This is an optimization exercise on Yosys and OpenROAD, whose aim is small area, a short achievable clock period and few clock cycles per item, not a production implementation.
Where RTL was checked, it was by simulation tests only, not by an equivalence proof against the original.
Power is estimated from default activity; no workload was simulated.

## the previous run
==> flow/design.v <==
package aud_dma_pkg;
    typedef enum logic [1:0] {
        ST_IDLE = 2'd0,
        ST_REQ  = 2'd1,
        ST_DATA = 2'd2
    } dma_state_t;
    localparam logic [2:0]  AXI_SIZE_64    = 3'd3;
    localparam logic [1:0]  AXI_BURST_INCR = 2'b01;
    localparam int unsigned BYTES_PER_BEAT = 8;
    function automatic logic [31:0] burst_bytes(input logic [4:0] beats);
        burst_bytes = {27'd0, beats} * BYTES_PER_BEAT;
    endfunction
endpackage
module audio_rd_dma #(
    parameter int              ID_W        = 4,
    parameter logic [ID_W-1:0] AXI_ID      = 1,
    parameter int              BURST_BEATS = 8,
    parameter int              FIFO_DEPTH  = 32
) (
    input  logic            gclk,
    input  logic            gresetn,
    input  logic            cfg_start,
    input  logic            cfg_stop,
    input  logic [31:0]     cfg_base,
    input  logic [15:0]     cfg_words,
    input  logic            cfg_loop,
    output logic            busy,
    output logic            done,
    output logic            err,
    output logic [ID_W-1:0] aid,
    output logic [31:0]     aaddr,
    output logic            avalid,
    output logic            awrite,
    output logic [3:0]      alen,
    output logic [2:0]      asize,
    output logic [1:0]      aburst,
    input  logic            aready,
    input  logic [ID_W-1:0] rid,
    input  logic [63:0]     rdata,
    input  logic            rlast,
    input  logic            rvalid,
    output logic            rready,
    output logic [63:0]     smp_data,
    output logic            smp_valid,
    input  logic            smp_ready
);
    localparam logic [1:0] MAX_OUT = 2'd3;
    logic [25:0] aaddr_r;      
    logic [12:0] whi_r;        
    logic [2:0]  llen_r;       
    logic [12:0] rem_r;        
    logic        full_r;       
    logic        lastq_r;      
    logic        loop_r;
    logic        busy_r, done_r, err_r, stop_r, avalid_r;
    logic        prd_r;        
    logic [1:0]  oc_r;         
    logic [2:0]  db_r;         
    logic        start_s, stop_now_s, acc_s, act_s, beat_s, id_ok_s;
    logic        last_burst_s, last_exp_s, cmp_s;
    logic        nat_end_s, stop_end_s, restart_s, adv_s;
    logic [12:0] addr_b_s;
    logic        addr_ci_s;
    logic [14:0] lo_sum_s;
    logic [12:0] hi_inc_s, hi_dec_s, hi_nxt_s;
    logic [12:0] rem_nxt_s;
    assign start_s    = cfg_start & ~busy_r;
    assign stop_now_s = busy_r & (cfg_stop | stop_r);
    assign acc_s      = avalid_r & aready;
    assign act_s      = (oc_r != 2'd0);
    assign id_ok_s    = (rid == AXI_ID);
    assign beat_s     = rvalid & smp_ready & act_s;
    assign last_burst_s = prd_r & (oc_r == 2'd1);
    assign last_exp_s   = (db_r == 3'd7) | (last_burst_s & (db_r == llen_r));
    assign cmp_s        = beat_s & last_exp_s;
    assign nat_end_s  = cmp_s & last_burst_s & ~loop_r;
    assign stop_end_s = stop_now_s & ~avalid_r & (oc_r == 2'd0);
    assign restart_s  = busy_r & prd_r & loop_r & (oc_r == 2'd0);
    assign addr_b_s  = prd_r ? ~whi_r : 13'd0;
    assign addr_ci_s = prd_r ? full_r : 1'b1;
    assign lo_sum_s  = {1'b0, aaddr_r[12:0], 1'b1} + {1'b0, addr_b_s, addr_ci_s};
    assign hi_inc_s  = aaddr_r[25:13] + 13'd1;
    assign hi_dec_s  = aaddr_r[25:13] - 13'd1;
    always_comb begin
        case ({prd_r, lo_sum_s[14]})
            2'b01:   hi_nxt_s = hi_inc_s;
            2'b10:   hi_nxt_s = hi_dec_s;
            default: hi_nxt_s = aaddr_r[25:13];
        endcase
    end
    assign rem_nxt_s = prd_r ? whi_r : rem_r - 13'd1;
    assign adv_s     = acc_s | restart_s;
    always_ff @(posedge gclk or negedge gresetn) begin
        if (!gresetn) begin
            busy_r   <= 1'b0;
            done_r   <= 1'b0;
            err_r    <= 1'b0;
            stop_r   <= 1'b0;
            avalid_r <= 1'b0;
            prd_r    <= 1'b0;
            oc_r     <= 2'd0;
            db_r     <= 3'd0;
        end else begin
            case ({acc_s, cmp_s})
                2'b10:   oc_r <= oc_r + 2'd1;
                2'b01:   oc_r <= oc_r - 2'd1;
                default: oc_r <= oc_r;
            endcase
            stop_r <= ~start_s & (stop_r | cfg_stop);
            if (start_s) begin
                busy_r   <= (cfg_words != 16'd0);
                done_r   <= (cfg_words == 16'd0);
                err_r    <= 1'b0;
                avalid_r <= (cfg_words != 16'd0);
                prd_r    <= 1'b0;
            end else begin
                busy_r <= busy_r & ~nat_end_s & ~stop_end_s;
                done_r <= nat_end_s & ~stop_now_s;
                if (beat_s & (~id_ok_s | (rlast != last_exp_s))) begin
                    err_r <= 1'b1;
                end
                if (avalid_r) begin
                    avalid_r <= ~aready;
                end else begin
                    avalid_r <= busy_r & ~stop_now_s & ~prd_r & (oc_r != MAX_OUT);
                end
                if (acc_s & lastq_r) begin
                    prd_r <= 1'b1;
                end else if (restart_s) begin
                    prd_r <= 1'b0;
                end
            end
            if (beat_s) begin
                db_r <= last_exp_s ? 3'd0 : db_r + 3'd1;
            end
        end
    end
    always_ff @(posedge gclk) begin
        if (start_s) begin
            aaddr_r <= cfg_base[31:6];
            whi_r   <= cfg_words[15:3];
            llen_r  <= cfg_words[2:0] - 3'd1;
            full_r  <= (cfg_words[2:0] == 3'd0);
            rem_r   <= cfg_words[15:3];
            lastq_r <= (cfg_words[15:3] == {12'd0, (cfg_words[2:0] == 3'd0)});
            loop_r  <= cfg_loop;
        end else if (adv_s) begin
            aaddr_r <= {hi_nxt_s, lo_sum_s[13:1]};
            rem_r   <= rem_nxt_s;
            lastq_r <= (rem_nxt_s == {12'd0, full_r});
        end
    end
    assign busy      = busy_r;
    assign done      = done_r;
    assign err       = err_r;
    assign aid       = AXI_ID;
    assign aaddr     = {aaddr_r, 6'd0};
    assign avalid    = avalid_r;
    assign awrite    = 1'b0;
    assign alen      = lastq_r ? {1'b0, llen_r} : 4'd7;
    assign asize     = aud_dma_pkg::AXI_SIZE_64;
    assign aburst    = aud_dma_pkg::AXI_BURST_INCR;
    assign rready    = smp_ready & act_s;
    assign smp_data  = rdata;
    assign smp_valid = rvalid & id_ok_s & act_s;
endmodule
clock: 5.5 ns
lec_check: 0
cap_margin: 20
core_margin: 2
core_utilization: 60
setup_slack_margin: 2.5
slew_margin: 20
standard.sh (not shown) runs the stock make flow with config.mk's settings and CLKGATE_MAP_FILE= SYNTH_SCRIPT=/design/flow/synth_recipe.tcl, a recipe that flattens the netlist after the stock synthesis.
==> flow/flow/run.sh <==
#!/bin/bash
# Layout with the standard.sh (ORFS), with two changes:
#  - synthesis runs flow/my_synth.tcl: synth_recipe.tcl's steps, except that
#    the ABC mapping uses Yosys's default ABC script with a delay target
#    (registers are mapped exactly as in the standard synthesis);
#  - extra ORFS settings passed as make variables (see below).
# Each tool's output goes to standard.log (ORFS keeps per-step logs in orfs/logs).
set -euo pipefail
export MY_ABC_SCRIPT=$PWD/flow/abc_map.script MY_ABC_NOD=1
bash standard.sh SYNTH_SCRIPT=$PWD/flow/my_synth.tcl ADDER_MAP_FILE= BUFFER_PORTS_ARGS="-buffer_cell sky130_fd_sc_hd__buf_1" finish > standard.log 2>&1
==> flow/flow/abc_map.script <==
strash; dch; map -D 1800; topo; stime -c; buffer -c; upsize -c -D 1800; dnsize -c -D 1800
==> flow/flow/my_synth.tcl <==
proc synth {args} { yosys synth -nofsm -noshare {*}$args }
# Map with a custom ABC script instead of the speed script.
proc abc {args} {
  set i [lsearch -exact $args -script]
  if {$i >= 0 && [info exists ::env(MY_ABC_SCRIPT)]} { lset args [expr {$i+1}] $::env(MY_ABC_SCRIPT) }
  if {[info exists ::env(MY_ABC_D)]} { set j [lsearch -exact $args -D]; if {$j>=0} {lset args [expr {$j+1}] $::env(MY_ABC_D)} }
  if {[info exists ::env(MY_ABC_NOSCRIPT)]} { set i [lsearch -exact $args -script]; set args [lreplace $args $i [expr {$i+1}]] }
  if {[info exists ::env(MY_ABC_NOD)]} { set j [lsearch -exact $args -D]; if {$j>=0} {set args [lreplace $args $j [expr {$j+1}]]} }
  puts "MYABC: $args"
  yosys abc {*}$args
}
source $::env(SCRIPTS_DIR)/synth.tcl
# left out here: clear keep_hierarchy, flatten, clean up, hide names made inside functions, write 1_2_yosys.v
For the current run, these inputs were changed with respect to the previous run:
diff --git a/flow/design.v b/flow/design.v
--- a/flow/design.v
+++ b/flow/design.v
@@ -60,11 +60,12 @@
     logic        last_burst_s, last_exp_s, cmp_s;
     logic        nat_end_s, stop_end_s, restart_s, adv_s;
     logic [12:0] addr_b_s;
     logic        addr_ci_s;
     logic [14:0] lo_sum_s;
-    logic [12:0] hi_inc_s, hi_dec_s, hi_nxt_s;
+    logic [12:0] hi_nxt_s;
+    logic        hi_fix_r;     
     logic [12:0] rem_nxt_s;
     assign start_s    = cfg_start & ~busy_r;
     assign stop_now_s = busy_r & (cfg_stop | stop_r);
     assign acc_s      = avalid_r & aready;
     assign act_s      = (oc_r != 2'd0);
@@ -77,19 +78,11 @@
     assign stop_end_s = stop_now_s & ~avalid_r & (oc_r == 2'd0);
     assign restart_s  = busy_r & prd_r & loop_r & (oc_r == 2'd0);
     assign addr_b_s  = prd_r ? ~whi_r : 13'd0;
     assign addr_ci_s = prd_r ? full_r : 1'b1;
     assign lo_sum_s  = {1'b0, aaddr_r[12:0], 1'b1} + {1'b0, addr_b_s, addr_ci_s};
-    assign hi_inc_s  = aaddr_r[25:13] + 13'd1;
-    assign hi_dec_s  = aaddr_r[25:13] - 13'd1;
-    always_comb begin
-        case ({prd_r, lo_sum_s[14]})
-            2'b01:   hi_nxt_s = hi_inc_s;
-            2'b10:   hi_nxt_s = hi_dec_s;
-            default: hi_nxt_s = aaddr_r[25:13];
-        endcase
-    end
+    assign hi_nxt_s  = hi_fix_r ? aaddr_r[25:13] - 13'd1 : aaddr_r[25:13] + 13'd1;
     assign rem_nxt_s = prd_r ? whi_r : rem_r - 13'd1;
     assign adv_s     = acc_s | restart_s;
     always_ff @(posedge gclk or negedge gresetn) begin
         if (!gresetn) begin
             busy_r   <= 1'b0;
@@ -98,11 +91,13 @@
             stop_r   <= 1'b0;
             avalid_r <= 1'b0;
             prd_r    <= 1'b0;
             oc_r     <= 2'd0;
             db_r     <= 3'd0;
+            hi_fix_r <= 1'b0;
         end else begin
+            hi_fix_r <= restart_s & ~lo_sum_s[14];
             case ({acc_s, cmp_s})
                 2'b10:   oc_r <= oc_r + 2'd1;
                 2'b01:   oc_r <= oc_r - 2'd1;
                 default: oc_r <= oc_r;
             endcase
@@ -143,13 +138,18 @@
             full_r  <= (cfg_words[2:0] == 3'd0);
             rem_r   <= cfg_words[15:3];
             lastq_r <= (cfg_words[15:3] == {12'd0, (cfg_words[2:0] == 3'd0)});
             loop_r  <= cfg_loop;
         end else if (adv_s) begin
-            aaddr_r <= {hi_nxt_s, lo_sum_s[13:1]};
+            aaddr_r[12:0] <= lo_sum_s[13:1];
+            if (~prd_r & (&aaddr_r[12:0])) begin
+                aaddr_r[25:13] <= hi_nxt_s;
+            end
             rem_r   <= rem_nxt_s;
             lastq_r <= (rem_nxt_s == {12'd0, full_r});
+        end else if (hi_fix_r) begin
+            aaddr_r[25:13] <= hi_nxt_s;
         end
     end
     assign busy      = busy_r;
     assign done      = done_r;
     assign err       = err_r;
## What came out
- The previous run → the current run: global placer's final weighted congestion went down 2.5%, synthesized cell count decreased about 0.5%, number of placement rows essentially unchanged, maximum frequency rose 20 MHz.
- Looking at slowest stage cell on the critical path, the dfrtp_4 result is from the previous run; the nor4b_4 one comes from the current run.
- Final critical path time including I/O delays and setup delta for the current run relative to the previous run: 0.18 ns lower
- The current run — core utilization 11 points lower, the previous run as reference
- Lower via count among the current run and the previous run: the current run
- Compared with the previous run, the current run shows a lower worst endpoint required time.
- Comparing cell area for the current run and the previous run, the bigger number came from the previous run.
- The current run and the previous run ended up with nearly the same number of hold-slack violations in the final timing report.
- Summary: with the previous run as the reference, wire length per cell in the current run moved down by a little under 10%.
- Looking at power dissipated by switching net loads across the current run and the previous run, the one that comes out lower is the current run.
- Taking the previous run as the reference point, the maximum number of pins on one net before global-route repair of the current run rises by 12.
Testbench counts of the current run, summed over its fixed seeds: cycles 12,335, items 9,450.
For the previous run, only the layout was checked, not whether the RTL still works.

[what the ideal ports hide]
The flow's constraints put no driver on any port. The routed layouts listed below were extracted and timed again, unchanged, in two steps.
Step 1 sets driving cells, clkbuf_16 on the clock port and buf_2 on the other inputs (assumed; they add their load-dependent delay and slew).
Step 2 adds t to the input delays and takes it off the output delays; t is the mean of the earliest and latest rising clock arrival at the registers after step 1. Input paths then give back, and output paths get back, about the clock's delay inside the block.
a / b / c = ideal / step 1 / step 2; a / b = the first two.
run | t (ns) | setup WS [ns] | worst setup path after step 2 | clock arrival spread, ns | pins driven straight from the clock port
the previous run | 0.378 | 2.423 / 2.423 / 2.401 | input to register | 0.012 / 0.011 | 1
the current run | 0.377 | 2.600 / 2.576 / 2.367 | input to register | 0.010 / 0.010 | 1
After both steps setup and hold are still met in every run listed. For the current run, which loses most, drivers alone change the setup slack by -0.024 ns; drivers and shift together by -0.233 ns.
